From an optimization exercise on the open Yosys and OpenROAD flow, aimed at small area, a short achievable clock period and few clock cycles per item; shortcuts taken in it are not production practice.

Setup of run A:
==> flow/design.v <==
`default_nettype none
package cpuArchPkg;
    typedef logic [7:0] dataWord;      
    typedef logic [7:0] progAddress;   
    typedef logic [1:0] regIndex;      
    typedef enum logic [3:0] {
        opAnd = 4'b0000,
        opOr  = 4'b0001,
        opNot = 4'b0010,
        opAdd = 4'b0011,
        opSub = 4'b0100,
        opLsr = 4'b0101,
        opLsl = 4'b0110,
        opInc = 4'b0111,
        opDec = 4'b1000,
        opBra = 4'b1001,
        opMov = 4'b1011,
        opLd  = 4'b1100
    } opcode;
    typedef struct packed {
        opcode      code;        
        logic [3:0] dst;         
        logic [3:0] srcFirst;    
        logic [3:0] srcSecond;   
    } instruction;
    typedef struct packed {
        dataWord r1;
        dataWord r2;
        dataWord r3;
        dataWord r4;
    } registerView;
endpackage
`default_nettype wire
`default_nettype none
package cpuControlPkg;
    typedef enum logic [3:0] {
        aluPassA   = 4'b0000,
        aluPassImm = 4'b0001,
        aluNot     = 4'b0010,
        aluAdd     = 4'b0100,
        aluSub     = 4'b0101,
        aluAnd     = 4'b0111,
        aluOr      = 4'b1000,
        aluLsl     = 4'b1011,
        aluLsr     = 4'b1100
    } aluOp;
    typedef enum logic [1:0] {
        rfHold      = 2'b00,
        rfLoad      = 2'b01,
        rfDecrement = 2'b10,
        rfIncrement = 2'b11
    } regFunc;
    typedef enum logic [1:0] {
        stIdle,
        stFetchLow,
        stFetchHigh,
        stExecute
    } seqState;
    typedef struct packed {
        regFunc  regFn;
        logic [1:0] target;    
        logic [1:0] srcA;
        logic [1:0] srcB;
        aluOp    op;
        logic [7:0] immediate;   
        logic    pcLoad;
    } controlWord;
endpackage
`default_nettype wire
`timescale 1ns/1ps
`default_nettype none
module programMemory
(
    input  logic       clock,
    input  logic       progWrite,
    input  logic [7:0] progAddr,
    input  logic [7:0] progData,
    input  logic [6:0] rowE,
    input  logic [6:0] rowO,
    input  logic [7:0] rowE1h,   
    input  logic [7:0] rowO1h,   
    output logic [7:0] byteE,
    output logic [7:0] byteO
);
    logic [7:0] memE [128];
    logic [7:0] memO [128];
    always_ff @(posedge clock) begin
        if (progWrite && !progAddr[0]) memE[progAddr[7:1]] <= progData;
        if (progWrite &&  progAddr[0]) memO[progAddr[7:1]] <= progData;
    end
    logic [7:0] grpE [16];
    logic [7:0] grpO [16];
    always_comb begin
        for (int g = 0; g < 16; g++) begin
            grpE[g] = '0;
            grpO[g] = '0;
            for (int k = 0; k < 8; k++) begin
                grpE[g] = grpE[g] | (memE[8 * g + k] & {8{rowE1h[k]}});
                grpO[g] = grpO[g] | (memO[8 * g + k] & {8{rowO1h[k]}});
            end
        end
    end
    assign byteE = grpE[rowE[6:3]];
    assign byteO = grpO[rowO[6:3]];
endmodule
`default_nettype wire
`timescale 1ns/1ps
`default_nettype none
module cpuTop
(
    input  logic       clock,
    input  logic       arstN,
    input  logic       progWrite,
    input  logic [7:0] progAddr,
    input  logic [7:0] progData,
    input  logic       run,
    output logic [31:0] regs,          
    output logic [7:0] pc,
    output logic            instrDone
);
    logic       wrQ;
    logic [7:0] wrAddrQ, wrDataQ;
    always_ff @(posedge clock) begin
        wrQ     <= progWrite;
        wrAddrQ <= progAddr;
        wrDataQ <= progData;
    end
    localparam int BTB = 4;
    logic [7:0]  fetchPc;
    logic [6:0]  rowE;       
    logic [7:0]  rowE1h;     
    logic [7:0]  rowO1h;     
    logic        running;    
    logic        bubble;     
    logic        starting;   
    logic [7:0]  byteE, byteO;
    logic [15:0] ir;         
    logic [7:0]  irPc;       
    logic        irPred;     
    logic [7:0]  pcQ;
    programMemory i_programMemory (
        .clock     (clock),
        .progWrite (wrQ),
        .progAddr  (wrAddrQ),
        .progData  (wrDataQ),
        .rowE      (rowE),
        .rowO      (fetchPc[7:1]),
        .rowE1h    (rowE1h),
        .rowO1h    (rowO1h),
        .byteE     (byteE),
        .byteO     (byteO)
    );
    logic           btbValid [BTB];
    logic [7:0]     btbPc    [BTB];
    logic [7:0]     btbTgt   [BTB];
    logic [1:0]     btbNext;   
    logic       hit;
    logic [7:0] hitTgt;
    logic [6:0] hitRowE;
    assign hitRowE = hitTgt[7:1] + 7'(hitTgt[0]);
    always_comb begin
        hit     = 1'b0;
        hitTgt  = '0;
        for (int i = 0; i < BTB; i++) begin
            if (btbValid[i] && btbPc[i] == fetchPc) begin
                hit     = 1'b1;
                hitTgt  = hitTgt | btbTgt[i];
            end
        end
    end
    logic       exBra;     
    logic       redirect;  
    logic       stopped;
    logic       advance;   
    logic [7:0] target;
    logic [6:0] targetRowE;
    assign exBra      = running && (ir[15:12] == 4'h9);
    assign redirect   = exBra && !irPred;
    assign target     = ir[7:0];
    assign targetRowE = target[7:1] + 7'(target[0]);
    assign stopped    = !running && !bubble && !starting;
    assign advance    = bubble || starting || (running && !redirect && run) ||
                        (stopped && run && !wrQ);
    always_ff @(posedge clock) begin
        ir     <= fetchPc[0] ? {byteE, byteO} : {byteO, byteE};
        irPc   <= fetchPc;
        irPred <= hit;
    end
    always_ff @(posedge clock or negedge arstN) begin
        if (!arstN) begin
            fetchPc  <= '0;
            rowE     <= '0;
            rowE1h   <= 8'b0000_0001;
            rowO1h   <= 8'b0000_0001;
            running  <= 1'b0;
            bubble   <= 1'b0;
            starting <= 1'b0;
            pcQ      <= '0;
        end else begin
            running  <= advance;
            bubble   <= redirect && run;
            starting <= stopped && run && wrQ;
            if (redirect) begin
                fetchPc <= target;
                rowE    <= targetRowE;
                rowE1h  <= 8'b0000_0001 << targetRowE[2:0];
                rowO1h  <= 8'b0000_0001 << target[3:1];
            end else if (advance && hit) begin
                fetchPc <= hitTgt;
                rowE    <= hitRowE;
                rowE1h  <= 8'b0000_0001 << hitRowE[2:0];
                rowO1h  <= 8'b0000_0001 << hitTgt[3:1];
            end else if (advance) begin
                fetchPc <= fetchPc + 8'd2;
                rowE    <= rowE + 7'd1;
                rowE1h  <= {rowE1h[6:0], rowE1h[7]};
                rowO1h  <= {rowO1h[6:0], rowO1h[7]};
            end
            pcQ <= exBra ? target : fetchPc;
        end
    end
    always_ff @(posedge clock or negedge arstN) begin
        if (!arstN) begin
            for (int i = 0; i < BTB; i++) btbValid[i] <= 1'b0;
            btbNext <= '0;
        end else if (wrQ) begin
            for (int i = 0; i < BTB; i++) btbValid[i] <= 1'b0;
        end else if (redirect) begin
            btbValid[btbNext] <= 1'b1;
            btbNext <= btbNext + 2'd1;
        end
    end
    always_ff @(posedge clock) begin
        if (redirect && !wrQ) begin
            btbPc[btbNext]   <= irPc;
            btbTgt[btbNext]  <= target;
        end
    end
    assign pc        = pcQ;
    assign instrDone = running;
    logic [3:0] op;
    logic [1:0] d, a, b;
    logic [7:0] imm;
    assign op  = ir[15:12];
    assign d   = ir[9:8];
    assign a   = ir[5:4];
    assign b   = ir[1:0];
    assign imm = ir[7:0];
    logic [7:0] r [4];
    logic [7:0] opA, opB, addB, sum, result;
    logic       cin;
    assign opA = r[a];
    assign opB = r[b];
    always_comb begin
        case (op)
            4'h4:    begin addB = ~opB;   cin = 1'b1; end   
            4'h7:    begin addB = 8'h01;  cin = 1'b0; end   
            4'h8:    begin addB = 8'hFF;  cin = 1'b0; end   
            default: begin addB = opB;    cin = 1'b0; end   
        endcase
    end
    logic [7:0] g0, p0, gk, pk, gn, pn;
    logic [8:0] carry;
    always_comb begin
        g0 = opA & addB;
        p0 = opA ^ addB;
        gk = g0;
        pk = p0;
        for (int s = 1; s < 8; s = s * 2) begin
            gn = gk;
            pn = pk;
            for (int i = s; i < 8; i++) begin
                gn[i] = gk[i] | (pk[i] & gk[i - s]);
                pn[i] = pk[i] & pk[i - s];
            end
            gk = gn;
            pk = pn;
        end
        carry[0] = cin;
        for (int i = 0; i < 8; i++) carry[i + 1] = gk[i] | (pk[i] & cin);
        sum = p0 ^ carry[7:0];
    end
    always_comb begin
        case (op)
            4'h0:    result = opA & opB;
            4'h1:    result = opA | opB;
            4'h2:    result = ~opA;
            4'h5:    result = {1'b0, opA[7:1]};
            4'h6:    result = {opA[6:0], 1'b0};
            4'hC:    result = imm;
            4'hB:    result = opA;
            default: result = sum;   
        endcase
    end
    logic       wr;
    logic [1:0] dst;
    assign wr  = running && (op <= 4'h8 || op == 4'hB || op == 4'hC);
    assign dst = (op == 4'h7 || op == 4'h8) ? a : d;
    for (genvar i = 0; i < 4; i++) begin : gReg
        always_ff @(posedge clock or negedge arstN) begin
            if (!arstN)                          r[i] <= '0;
            else if (wr && dst == 2'(i))         r[i] <= result;
        end
    end
    assign regs = {r[0], r[1], r[2], r[3]};
endmodule
`default_nettype wire
export LEC_CHECK = 0
export CAP_MARGIN = 20
export CORE_MARGIN = 2
export CORE_UTILIZATION = 40
export CTS_CLUSTER_DIAMETER = 100
export CTS_CLUSTER_SIZE = 25
export SLEW_MARGIN = 20
create_clock -name core_clock -period 9.0 [get_ports {clock}]
standard.sh (not shown) runs the stock make flow with config.mk's settings and CLKGATE_MAP_FILE= SYNTH_SCRIPT=/design/flow/synth_recipe.tcl, a recipe that flattens the netlist after the stock synthesis.
==> flow/flow/run.sh <==
#!/bin/bash
# Own layout flow: the standard ORFS flow (standard.sh) with a tighter
# timing-repair target (setup margin) and plain buffers on the ports. Same
# SDC and clock period.
set -euo pipefail
bash standard.sh SETUP_SLACK_MARGIN=5.6 'BUFFER_PORTS_ARGS=-buffer_cell sky130_fd_sc_hd__buf_4' finish > run_make.log 2>&1
Changes in run B relative to run A:
--- a/flow/design.v
+++ b/flow/design.v
@@ -74,37 +74,23 @@
     input  logic       clock,
     input  logic       progWrite,
     input  logic [7:0] progAddr,
     input  logic [7:0] progData,
     input  logic [6:0] rowE,
     input  logic [6:0] rowO,
-    input  logic [7:0] rowE1h,   
-    input  logic [7:0] rowO1h,   
     output logic [7:0] byteE,
     output logic [7:0] byteO
 );
     logic [7:0] memE [128];
     logic [7:0] memO [128];
     always_ff @(posedge clock) begin
         if (progWrite && !progAddr[0]) memE[progAddr[7:1]] <= progData;
         if (progWrite &&  progAddr[0]) memO[progAddr[7:1]] <= progData;
     end
-    logic [7:0] grpE [16];
-    logic [7:0] grpO [16];
-    always_comb begin
-        for (int g = 0; g < 16; g++) begin
-            grpE[g] = '0;
-            grpO[g] = '0;
-            for (int k = 0; k < 8; k++) begin
-                grpE[g] = grpE[g] | (memE[8 * g + k] & {8{rowE1h[k]}});
-                grpO[g] = grpO[g] | (memO[8 * g + k] & {8{rowO1h[k]}});
-            end
-        end
-    end
-    assign byteE = grpE[rowE[6:3]];
-    assign byteO = grpO[rowO[6:3]];
+    assign byteE = memE[rowE];
+    assign byteO = memO[rowO];
 endmodule
 `default_nettype wire
 `timescale 1ns/1ps
 `default_nettype none
 module cpuTop
 (
@@ -122,17 +108,15 @@
     logic [7:0] wrAddrQ, wrDataQ;
     always_ff @(posedge clock) begin
         wrQ     <= progWrite;
         wrAddrQ <= progAddr;
         wrDataQ <= progData;
     end
-    localparam int BTB = 4;
+    localparam int BTB = 2;
     logic [7:0]  fetchPc;
     logic [6:0]  rowE;       
-    logic [7:0]  rowE1h;     
-    logic [7:0]  rowO1h;     
     logic        running;    
     logic        bubble;     
     logic        starting;   
     logic [7:0]  byteE, byteO;
     logic [15:0] ir;         
     logic [7:0]  irPc;       
@@ -142,25 +126,21 @@
         .clock     (clock),
         .progWrite (wrQ),
         .progAddr  (wrAddrQ),
         .progData  (wrDataQ),
         .rowE      (rowE),
         .rowO      (fetchPc[7:1]),
-        .rowE1h    (rowE1h),
-        .rowO1h    (rowO1h),
         .byteE     (byteE),
         .byteO     (byteO)
     );
     logic           btbValid [BTB];
     logic [7:0]     btbPc    [BTB];
     logic [7:0]     btbTgt   [BTB];
-    logic [1:0]     btbNext;   
+    logic [$clog2(BTB > 1 ? BTB : 2)-1:0] btbNext;
     logic       hit;
     logic [7:0] hitTgt;
-    logic [6:0] hitRowE;
-    assign hitRowE = hitTgt[7:1] + 7'(hitTgt[0]);
     always_comb begin
         hit     = 1'b0;
         hitTgt  = '0;
         for (int i = 0; i < BTB; i++) begin
             if (btbValid[i] && btbPc[i] == fetchPc) begin
                 hit     = 1'b1;
@@ -187,50 +167,39 @@
         irPred <= hit;
     end
     always_ff @(posedge clock or negedge arstN) begin
         if (!arstN) begin
             fetchPc  <= '0;
             rowE     <= '0;
-            rowE1h   <= 8'b0000_0001;
-            rowO1h   <= 8'b0000_0001;
             running  <= 1'b0;
             bubble   <= 1'b0;
             starting <= 1'b0;
             pcQ      <= '0;
         end else begin
             running  <= advance;
             bubble   <= redirect && run;
             starting <= stopped && run && wrQ;
             if (redirect) begin
                 fetchPc <= target;
                 rowE    <= targetRowE;
-                rowE1h  <= 8'b0000_0001 << targetRowE[2:0];
-                rowO1h  <= 8'b0000_0001 << target[3:1];
-            end else if (advance && hit) begin
-                fetchPc <= hitTgt;
-                rowE    <= hitRowE;
-                rowE1h  <= 8'b0000_0001 << hitRowE[2:0];
-                rowO1h  <= 8'b0000_0001 << hitTgt[3:1];
             end else if (advance) begin
-                fetchPc <= fetchPc + 8'd2;
-                rowE    <= rowE + 7'd1;
-                rowE1h  <= {rowE1h[6:0], rowE1h[7]};
-                rowO1h  <= {rowO1h[6:0], rowO1h[7]};
+                fetchPc <= hit ? hitTgt : fetchPc + 8'd2;
+                rowE    <= hit ? hitTgt[7:1] + 7'(hitTgt[0]) : rowE + 7'd1;
             end
             pcQ <= exBra ? target : fetchPc;
         end
     end
     always_ff @(posedge clock or negedge arstN) begin
         if (!arstN) begin
             for (int i = 0; i < BTB; i++) btbValid[i] <= 1'b0;
             btbNext <= '0;
         end else if (wrQ) begin
             for (int i = 0; i < BTB; i++) btbValid[i] <= 1'b0;
         end else if (redirect) begin
             btbValid[btbNext] <= 1'b1;
-            btbNext <= btbNext + 2'd1;
+            btbNext <= (BTB > 1) ? btbNext + 1'b1 : '0;
         end
     end
     always_ff @(posedge clock) begin
         if (redirect && !wrQ) begin
             btbPc[btbNext]   <= irPc;
             btbTgt[btbNext]  <= target;
--- outcome ---
Having completed the whole flow, run B delivered a layout that passed the timing, design-rule and antenna checks. Measured against each other, run B and run A differ in wire length of the first global-routing pass, the lower figure coming from run B. Summary of run B over run A: cell count of the worst hold path climbed 1; cell depth of the worst flop-to-flop path shrank by 12; non-clock buffer count in the final layout +6; cell area after layout now larger.
No run of this note included a check of the RTL's function; only the layout flow was run.

## port drivers added, routing unchanged
The flow's constraints put no driver on any port. The routed layouts listed below were extracted and timed again, unchanged, in two steps. Step 1: set_driving_cell puts a clkbuf_16 on clock and a buf_2 on each other input, an assumption about the parent block. Step 2 adds t to the input delays and takes it off the output delays; t is the mean of the earliest and latest rising clock arrival at the registers after step 1. Input paths then give back, and output paths get back, about the clock's delay inside the block. Slacks: ideal / step 1 / step 2; pairs: ideal / step 1.
| run | shift t [ns] | slack for setup (ns) | worst setup path at the end | worst data-port slew with drivers (ns) | pins driven straight from the clock port |
|---|---|---|---|---|---|
| run A | 0.855 | 5.408 / 5.408 / 5.373 | input to register | 0.05 | 1 |
| run B | 0.847 | 5.374 / 5.374 / 5.374 | register to register | 0.08 | 1 |
After both steps setup and hold are still met in every run listed. For run A, which loses most, drivers alone change the setup slack by 0.000 ns; drivers and shift together by -0.035 ns.
